What follows belongs to an exercise in optimizing a design on an open flow for small area, a short achievable clock period and few clock cycles per item; a production flow would make more cautious choices. Function was checked by simulation only, so behaviour that the tests miss may differ from the original. Power and IR drop assume default switching activity.

==> design.v <==
package lkvt_pkg;
  localparam int CAPACITY_DEF   = 32;
  localparam int KEY_BITS_DEF   = 16;
  localparam int VALUE_BITS_DEF = 32;
  localparam int KIND_W      = 2;
  localparam int STATUS_W    = 2;
  localparam int COUNT_OUT_W = 6;
  localparam logic [KIND_W-1:0] KIND_LOOKUP = 2'd0;
  localparam logic [KIND_W-1:0] KIND_INSERT = 2'd1;
  localparam logic [KIND_W-1:0] KIND_DELETE = 2'd2;
  localparam logic [STATUS_W-1:0] STAT_DONE      = 2'd0;
  localparam logic [STATUS_W-1:0] STAT_DUPLICATE = 2'd1;
  localparam logic [STATUS_W-1:0] STAT_FULL      = 2'd2;
  localparam logic [STATUS_W-1:0] STAT_ABSENT    = 2'd3;
  typedef struct packed {
    logic start;      
    logic scan_en;    
    logic rd_last;    
    logic wr_ins;     
    logic wr_del;     
    logic out_load;   
  } lkvt_cmd_t;
  typedef struct packed {
    logic scan_hit;    
    logic scan_miss;   
    logic is_insert;
    logic is_delete;
    logic tbl_full;
  } lkvt_sts_t;
endpackage
module lkvt_ram #(
  parameter int WIDTH = 32,
  parameter int DEPTH = 32,
  localparam int AW = (DEPTH > 1) ? $clog2(DEPTH) : 1
) (
  input  logic             clk_i,
  input  logic             we_i,
  input  logic [AW-1:0]    waddr_i,
  input  logic [WIDTH-1:0] wdata_i,
  input  logic             re_i,
  input  logic [AW-1:0]    raddr_i,
  output logic [WIDTH-1:0] rdata_o
);
  logic [WIDTH-1:0] mem_q [DEPTH];
  logic [WIDTH-1:0] rdata_q;
  always_ff @(posedge clk_i) begin
    if (we_i) begin
      mem_q[waddr_i] <= wdata_i;
    end
  end
  always_ff @(posedge clk_i) begin
    if (re_i) begin
      rdata_q <= mem_q[raddr_i];
    end
  end
  assign rdata_o = rdata_q;
endmodule
module lkvt_ctrl
(
  input  logic      clk_i,
  input  logic      rst_ni,
  input  logic      s_tvalid_i,
  output logic      s_tready_o,
  output logic      m_tvalid_o,
  input  logic      m_tready_i,
  output lkvt_pkg::lkvt_cmd_t cmd_o,
  input  lkvt_pkg::lkvt_sts_t sts_i
);
  localparam logic [2:0] S_IDLE = 3'd0;
  localparam logic [2:0] S_SCAN = 3'd1;
  localparam logic [2:0] S_INS  = 3'd2;
  localparam logic [2:0] S_DRD  = 3'd3;
  localparam logic [2:0] S_DWR  = 3'd4;
  localparam logic [2:0] S_RESP = 3'd5;
  logic [2:0] state_q, state_d;
  logic       mvalid_q, mvalid_d;
  logic       out_free;
  assign out_free = !mvalid_q || m_tready_i;
  always_comb begin
    state_d = state_q;
    cmd_o   = '0;
    unique case (state_q)
      S_IDLE: begin
        if (s_tvalid_i) begin
          cmd_o.start = 1'b1;
          state_d     = S_SCAN;
        end
      end
      S_SCAN: begin
        cmd_o.scan_en = 1'b1;
        if (sts_i.scan_hit) begin
          state_d = sts_i.is_delete ? S_DRD : S_RESP;
        end else if (sts_i.scan_miss) begin
          state_d = (sts_i.is_insert && !sts_i.tbl_full) ? S_INS : S_RESP;
        end
      end
      S_INS: begin
        cmd_o.wr_ins = 1'b1;
        state_d      = S_RESP;
      end
      S_DRD: begin
        cmd_o.rd_last = 1'b1;
        state_d       = S_DWR;
      end
      S_DWR: begin
        cmd_o.wr_del = 1'b1;
        state_d      = S_RESP;
      end
      S_RESP: begin
        if (out_free) begin
          cmd_o.out_load = 1'b1;
          state_d        = S_IDLE;
        end
      end
      default: state_d = S_IDLE;
    endcase
  end
  always_comb begin
    mvalid_d = mvalid_q;
    if (cmd_o.out_load) begin
      mvalid_d = 1'b1;
    end else if (m_tready_i) begin
      mvalid_d = 1'b0;
    end
  end
  always_ff @(posedge clk_i or negedge rst_ni) begin
    if (!rst_ni) begin
      state_q  <= S_IDLE;
      mvalid_q <= 1'b0;
    end else begin
      state_q  <= state_d;
      mvalid_q <= mvalid_d;
    end
  end
  assign s_tready_o = (state_q == S_IDLE);
  assign m_tvalid_o = mvalid_q;
endmodule
module lkvt_dp
#(
  parameter int CAPACITY   = lkvt_pkg::CAPACITY_DEF,
  parameter int KEY_BITS   = lkvt_pkg::KEY_BITS_DEF,
  parameter int VALUE_BITS = lkvt_pkg::VALUE_BITS_DEF,
  localparam int RES_W = 1 + VALUE_BITS + lkvt_pkg::STATUS_W + lkvt_pkg::COUNT_OUT_W + 2
) (
  input  logic                  clk_i,
  input  logic                  rst_ni,
  input  logic [lkvt_pkg::KIND_W-1:0]     kind_i,
  input  logic [KEY_BITS-1:0]   key_i,
  input  logic [VALUE_BITS-1:0] value_i,
  input  lkvt_pkg::lkvt_cmd_t             cmd_i,
  output lkvt_pkg::lkvt_sts_t             sts_o,
  output logic [RES_W-1:0]      res_o
);
  localparam int IDX_W = $clog2(CAPACITY);
  localparam int CNT_W = $clog2(CAPACITY + 1);
  localparam logic [CNT_W-1:0] CAP_CNT = CNT_W'(CAPACITY);
  localparam logic [CNT_W-1:0] CNT_ONE = CNT_W'(1);
  logic [lkvt_pkg::KIND_W-1:0]     kind_q;
  logic [KEY_BITS-1:0]   key_q;
  logic [VALUE_BITS-1:0] value_q;
  logic [CNT_W-1:0]      count_q, count_d;
  logic [CNT_W-1:0]      ptr_q, ptr_d;
  logic                  cmp_vld_q, cmp_vld_d;
  logic [IDX_W-1:0]      cmp_idx_q;
  logic                  hit_q, ins_ok_q;
  logic [IDX_W-1:0]      hit_idx_q;
  logic [VALUE_BITS-1:0] hit_val_q;
  logic [RES_W-1:0]      res_q;
  logic                  issue, match;
  logic                  is_ins, is_del;
  logic [IDX_W-1:0]      last_idx, rd_addr, wr_addr;
  logic                  rd_en, wr_en;
  logic [KEY_BITS-1:0]   key_rdata, key_wdata;
  logic [VALUE_BITS-1:0] val_rdata, val_wdata;
  assign is_ins = (kind_q == lkvt_pkg::KIND_INSERT);
  assign is_del = (kind_q == lkvt_pkg::KIND_DELETE);
  assign issue    = ptr_q < count_q;
  assign match    = cmp_vld_q && (key_rdata == key_q);
  assign last_idx = IDX_W'(count_q - CNT_ONE);
  assign rd_en   = cmd_i.scan_en || cmd_i.rd_last;
  assign rd_addr = cmd_i.rd_last ? last_idx : ptr_q[IDX_W-1:0];
  assign wr_en     = cmd_i.wr_ins || cmd_i.wr_del;
  assign wr_addr   = cmd_i.wr_ins ? count_q[IDX_W-1:0] : hit_idx_q;
  assign key_wdata = cmd_i.wr_ins ? key_q : key_rdata;
  assign val_wdata = cmd_i.wr_ins ? value_q : val_rdata;
  lkvt_ram #(.WIDTH(KEY_BITS), .DEPTH(CAPACITY)) u_key_ram (
    .clk_i   (clk_i),
    .we_i    (wr_en),
    .waddr_i (wr_addr),
    .wdata_i (key_wdata),
    .re_i    (rd_en),
    .raddr_i (rd_addr),
    .rdata_o (key_rdata)
  );
  lkvt_ram #(.WIDTH(VALUE_BITS), .DEPTH(CAPACITY)) u_val_ram (
    .clk_i   (clk_i),
    .we_i    (wr_en),
    .waddr_i (wr_addr),
    .wdata_i (val_wdata),
    .re_i    (rd_en),
    .raddr_i (rd_addr),
    .rdata_o (val_rdata)
  );
  always_comb begin
    ptr_d     = ptr_q;
    cmp_vld_d = cmp_vld_q;
    count_d   = count_q;
    if (cmd_i.start) begin
      ptr_d     = '0;
      cmp_vld_d = 1'b0;
    end else if (cmd_i.scan_en) begin
      ptr_d     = issue ? ptr_q + CNT_ONE : ptr_q;
      cmp_vld_d = issue;
    end
    if (cmd_i.wr_ins) begin
      count_d = count_q + CNT_ONE;
    end else if (cmd_i.wr_del) begin
      count_d = count_q - CNT_ONE;
    end
  end
  always_ff @(posedge clk_i or negedge rst_ni) begin
    if (!rst_ni) begin
      count_q   <= '0;
      ptr_q     <= '0;
      cmp_vld_q <= 1'b0;
      hit_q     <= 1'b0;
      ins_ok_q  <= 1'b0;
    end else begin
      count_q   <= count_d;
      ptr_q     <= ptr_d;
      cmp_vld_q <= cmp_vld_d;
      if (cmd_i.start) begin
        hit_q    <= 1'b0;
        ins_ok_q <= 1'b0;
      end else begin
        if (cmd_i.scan_en && match) hit_q <= 1'b1;
        if (cmd_i.wr_ins) ins_ok_q <= 1'b1;
      end
    end
  end
  always_ff @(posedge clk_i) begin
    if (cmd_i.start) begin
      kind_q  <= kind_i;
      key_q   <= key_i;
      value_q <= value_i;
    end
    if (cmd_i.scan_en) begin
      cmp_idx_q <= ptr_q[IDX_W-1:0];
    end
    if (cmd_i.scan_en && match) begin
      hit_idx_q <= cmp_idx_q;
      hit_val_q <= val_rdata;
    end
  end
  always_ff @(posedge clk_i) begin
    logic [lkvt_pkg::STATUS_W-1:0]   stat;
    logic [VALUE_BITS-1:0] rval;
    if (cmd_i.out_load) begin
      rval = '0;
      if (is_ins) begin
        stat = hit_q ? lkvt_pkg::STAT_DUPLICATE : (ins_ok_q ? lkvt_pkg::STAT_DONE : lkvt_pkg::STAT_FULL);
      end else begin
        stat = hit_q ? lkvt_pkg::STAT_DONE : lkvt_pkg::STAT_ABSENT;
        if (!is_del && hit_q) rval = hit_val_q;
      end
      res_q <= {(count_q == '0), (count_q == CAP_CNT), lkvt_pkg::COUNT_OUT_W'(count_q),
                stat, rval, hit_q};
    end
  end
  assign res_o = res_q;
  assign sts_o.scan_hit  = cmd_i.scan_en && match;
  assign sts_o.scan_miss = cmd_i.scan_en && !cmp_vld_q && !issue;
  assign sts_o.is_insert = is_ins;
  assign sts_o.is_delete = is_del;
  assign sts_o.tbl_full  = (count_q == CAP_CNT);
endmodule
module linear_key_value_table
#(
  parameter int CAPACITY   = lkvt_pkg::CAPACITY_DEF,
  parameter int KEY_BITS   = lkvt_pkg::KEY_BITS_DEF,
  parameter int VALUE_BITS = lkvt_pkg::VALUE_BITS_DEF,
  localparam int IN_W  = ((KEY_BITS + VALUE_BITS + 7) / 8) * 8,
  localparam int RES_W = 1 + VALUE_BITS + lkvt_pkg::STATUS_W + lkvt_pkg::COUNT_OUT_W + 2,
  localparam int OUT_W = ((RES_W + 7) / 8) * 8
) (
  input  logic              clk_i,
  input  logic              rst_ni,
  input  logic              s_axis_tvalid,
  output logic              s_axis_tready,
  input  logic [IN_W-1:0]   s_axis_tdata,   
  input  logic [lkvt_pkg::KIND_W-1:0] s_axis_tuser,   
  output logic              m_axis_tvalid,
  input  logic              m_axis_tready,
  output logic [OUT_W-1:0]  m_axis_tdata    
);
  lkvt_pkg::lkvt_cmd_t        cmd;
  lkvt_pkg::lkvt_sts_t        sts;
  logic [RES_W-1:0] res;
  lkvt_ctrl u_ctrl (
    .clk_i      (clk_i),
    .rst_ni     (rst_ni),
    .s_tvalid_i (s_axis_tvalid),
    .s_tready_o (s_axis_tready),
    .m_tvalid_o (m_axis_tvalid),
    .m_tready_i (m_axis_tready),
    .cmd_o      (cmd),
    .sts_i      (sts)
  );
  lkvt_dp #(
    .CAPACITY   (CAPACITY),
    .KEY_BITS   (KEY_BITS),
    .VALUE_BITS (VALUE_BITS)
  ) u_dp (
    .clk_i   (clk_i),
    .rst_ni  (rst_ni),
    .kind_i  (s_axis_tuser),
    .key_i   (s_axis_tdata[KEY_BITS-1:0]),
    .value_i (s_axis_tdata[KEY_BITS+VALUE_BITS-1:KEY_BITS]),
    .cmd_i   (cmd),
    .sts_o   (sts),
    .res_o   (res)
  );
  assign m_axis_tdata = OUT_W'(res);
endmodule
==> run.sh <==
#!/bin/bash
# synth_recipe.tcl (not shown) runs the flow's synth.tcl, then flattens the netlist and writes it again
# the make line also repeats each setting of config.mk as NAME=value (left out here)
make -C /OpenROAD-flow-scripts/flow DESIGN_CONFIG=/design/flow/config.mk WORK_HOME=/design/flow/orfs CLKGATE_MAP_FILE= SYNTH_SCRIPT=/design/flow/synth_recipe.tcl finish
==> config.mk <==
export PLATFORM = sky130hd
export DESIGN_NAME = linear_key_value_table
export DESIGN_NICKNAME = linear_key_value_table
export VERILOG_FILES = /design/flow/design.v
export SDC_FILE = /design/flow/constraint.sdc
export NUM_CORES = 4
export LEC_CHECK = 0
export CAP_MARGIN = 20
export CORE_MARGIN = 2
export CORE_UTILIZATION = 40
export PLACE_DENSITY = 0.6
export SLEW_MARGIN = 20
==> constraint.sdc <==
create_clock -name core_clock -period 5.0 [get_ports {clk_i}]
set_input_delay 1.0000 -clock core_clock [delete_from_list [all_inputs] [get_ports {clk_i}]]
set_output_delay 1.0000 -clock core_clock [all_outputs]
set_load 0.01 [all_outputs]
==> impl_metrics.csv <==
group,metric,value,unit
logic_synthesis,synth_area,69200,um2
setup_path,path_max_fanout,47,
clocking,cts_root_buf,"clkbuf_16",
setup_path,critPathKind,"reg2reg",
cells_and_area,final_common_cell,"edfxtp_1",
cells_and_area,final_cells,7392,
detailed_routing,ant_nets,0,
setup_path,critPathLaunchType,"flop",
global_route,track_usage,0.2194,
logic_synthesis,syn_avg_cell_area,14.26,um2
sta,final.setup.tns,0,ps
clocking,cts_tree,"yes",
floorplan,num_rows,152,
clocking,postCtsResizedCells,0,
global_route,grt_max_degree,111,
clocking,holdBufCountCts,0,
sta,setup_viol,0,
clocking,cts.clk_slew.worst_paths,60,ps
floorplan,io_pins,104,
cells_and_area,finalCoreUtilization,0.4590,
logic_synthesis,ys.flop_type,"edfxtp_1",
logic_synthesis,async_flop_share,0.01093,
pwr,power_per_cell_area,606.9,nW/um2
logic_synthesis,synth_cell_types,63,
logic_synthesis,synth-edff-count,1719,
global_route,grt_pass1_wl,279200,um
sta,worst_slack,1041,ps
placement,gp_congestion,0.8153,
detailed_routing,drc,0,
hold_path,hp-class,"reg2reg",
cells_and_area,drive_gt1_frac,0.09978,
sta,timing.final.crit_share,0.7918,
floorplan,dieHeight,419.9,um
global_route,grt-ovfl-total,0,
status,outcome,"no timing/DRC/antenna violations",
floorplan,start_util,0.4030,
clocking,cts_buffers,172,
setup_path,cp.arrival,4580,ps
sta,rsz0062_at_grt,"false",
sta,finClkSkew,21.84,ps
floorplan,die_area,176400,um2
detailed_routing,routedWlPerCell,26.51,um
placement,hpwl,99900,um
detailed_routing,drtPass1Iterations,6,
logic_synthesis,synth_seq_cells,1738,
floorplan,die_w,419.9,um
cells_and_area,nets,5011,
detailed_routing,viasPerCell,5.628,
clocking,clock_latency,820,ps
logic_synthesis,synth.yosys.warnings,4,
detailed_routing,routed_wl,195900,um
clocking,clkSinkCount,1738,
setup_path,crit_path_end_kind,"flop",
sta,fin_crit,3959,ps
pwr,totalPowerFinal,47.84,mW
cells_and_area,syn2layout_area_growth,13.92,%
cells_and_area,fillers,14820,
placement,numPortBuffers,98,
job,cap_viol_max_count,0,
floorplan,core-area,171700,um2
global_route,antenna_found_initial,3,
pwr,ir_drop,0.0004781,V
logic_synthesis,synth-seq-area-share,0.7528,
setup_path,required,5620,ps
sta,relSlewSlack,0.2199,
detailed_routing,drt_iter0_markers,5205,
sta,slew_viol_final,0,
sta,timing.fmax,0.2526,GHz
pwr,p_leak,26.95,nW
placement,dp_cells,7085,
detailed_routing,num_vias,41600,
placement,pre_cts_slack,1099,ps
sta,worstMarginPinSlew,1170,ps
sta,hold_viol,0,
logic_synthesis,syn_inst,4852,
clocking,cts_htree_levels,4,
clocking,clock_path_buffers,3,
global_route,grt_pass1_vias,39270,
cells_and_area,most-common-layout-cells,"1,719 x edfxtp_1, 1,171 x nand2_1, 388 x nand3_1",
clocking,post_cts_buffers,0,
-- worst paths after layout --
path                                    from                         to  slack, ps  cells after the start
setup / recovery             u_dp.count_q[0]  u_dp.u_val_ram.rdata_q[5]       1040                     10
max in group asynchronous             rst_ni              u_dp.ptr_q[1]       3640                      1
min in group asynchronous             rst_ni            u_dp.count_q[1]        700                      1
hold / removal             u_dp.cmp_idx_q[2]          u_dp.hit_idx_q[2]        420                      0
hold reg to reg            u_dp.cmp_idx_q[2]          u_dp.hit_idx_q[2]        420                      0
setup reg to reg             u_dp.count_q[0]  u_dp.u_val_ram.rdata_q[5]       1040                     10
-- state kept, by name (all words and copies together) (netlist names), 2 cells and up --
| signal | cells |
|---|---|
| u_dp.u_val_ram.mem_q | 1024 |
| u_dp.u_key_ram.mem_q | 512 |
| u_dp.res_q | 43 |
| u_dp.hit_val_q | 32 |
| u_dp.u_val_ram.rdata_q | 32 |
| u_dp.value_q | 32 |
| u_dp.key_q | 16 |
| u_dp.u_key_ram.rdata_q | 16 |
| u_dp.count_q | 6 |
| u_dp.ptr_q | 6 |
| u_dp.cmp_idx_q | 5 |
| u_dp.hit_idx_q | 5 |
| u_ctrl.state_q | 3 |
| u_dp.kind_q | 2 |
-- routing by layer --
layer,up-vias,track usage,routed length [um]
met5,-,0,0
met4,0,0.07127,5579
met3,296,0.03144,15120
met2,1821,0.3562,93520
met1,21230,0.3041,81700
li1,18260,-,-
-- final cells by class --
type	count	area, um2	share of cell area
diodes	1	2.502	0.00003174
well taps	2310	2890	0.03666
multi-input cells	2795	15950	0.2024
clock inverters	95	666.9	0.008459
inverters	11	42.54	0.0005396
clock buffers	211	4599	0.05834
flip-flops and latches	1738	52100	0.6609
repair buffers	231	2580	0.03273
-- Yosys cell counts (48+ instances only) --
cell type	count	area share
edfxtp_1	1719	0.75
nand2_1	1175	0.064
nand3_1	388	0.028
mux2i_1	291	0.042
a21oi_1	247	0.018
buf_2	147	0.011
clkbuf_1	112	0.0061
and3_1	99	0.0089
a31oi_1	98	0.0089
o21ai_0	59	0.0043
nor2_1	52	0.0028
mux2_2	50	0.0081
or4_1	50	0.0054
o22ai_1	48	0.0043
-- where the power goes --
group          leakage (nW)  internal (mW)  switching (mW)  total, mW
clock                  2.56           6.87            5.41       12.3
combinational          8.67           5.03            11.1       16.1
sequential             15.7           18.9           0.538       19.5
-- stage by stage --
step           area (um2)  hold slack [ps]
2_1_floorplan       69220            400.3
3_3_place_gp        73560            403.1
3_5_place_dp        73560            409.0
4_1_cts             78820            426.2
5_1_grt             78830            431.4
6_report            78830            421.9
-- worst max-delay path, stage by stage, from the launching register on --
cell	delay, ps
dfrtp_1	510
inv_1	290
ha_4	200
nor3b_1	520
xnor2_1	270
o21ai_2	150
nand2_4	90
buf_4	850
a21oi_1	70
or4_1	550
a211oi_1	230
-- cells by family (layout without fill, tap and decap cells) --
logic type      count (synthesis)  in the layout  synth area share
compound gates                575            575           0.05214
other cells                     1              6        0.00005419
buf+inv                       323            548           0.02285
flops                        1738           1738            0.7528
xor+xnor                       27             27          0.003417
mux                           345            345           0.05153
fa+ha+maj                       8              8          0.001446
simple gates                 1835           1835            0.1158
Testbench counts, summed over its fixed seeds: cycles 358,704, items 12,000.

static timing again, ports no longer ideal:
The results above use ideal ports. As a check the final layout listed here was re-extracted and re-timed, cells and wires unchanged.
Step 1: set_driving_cell puts a clkbuf_16 on clk_i and a buf_2 on each other input, an assumption about the parent block.
Step 2, shift: input delay + t, output delay - t, t = (earliest + latest rising clock arrival at the registers) / 2. This alone moves slack from input paths to output paths.
Slacks: no drivers / after step 1 / after step 2; pairs: no drivers / after step 1.
shift t [ns]: 0.886
slack for setup (ns): 1.041 / 1.041 / 1.041
worst register clock-pin slew, ns: 0.07 / 0.07
pins driven straight from the clock port: 1
After both steps this run still meets setup and hold. For this run, drivers alone change the setup slack by 0.000 ns; drivers and shift together by 0.000 ns.
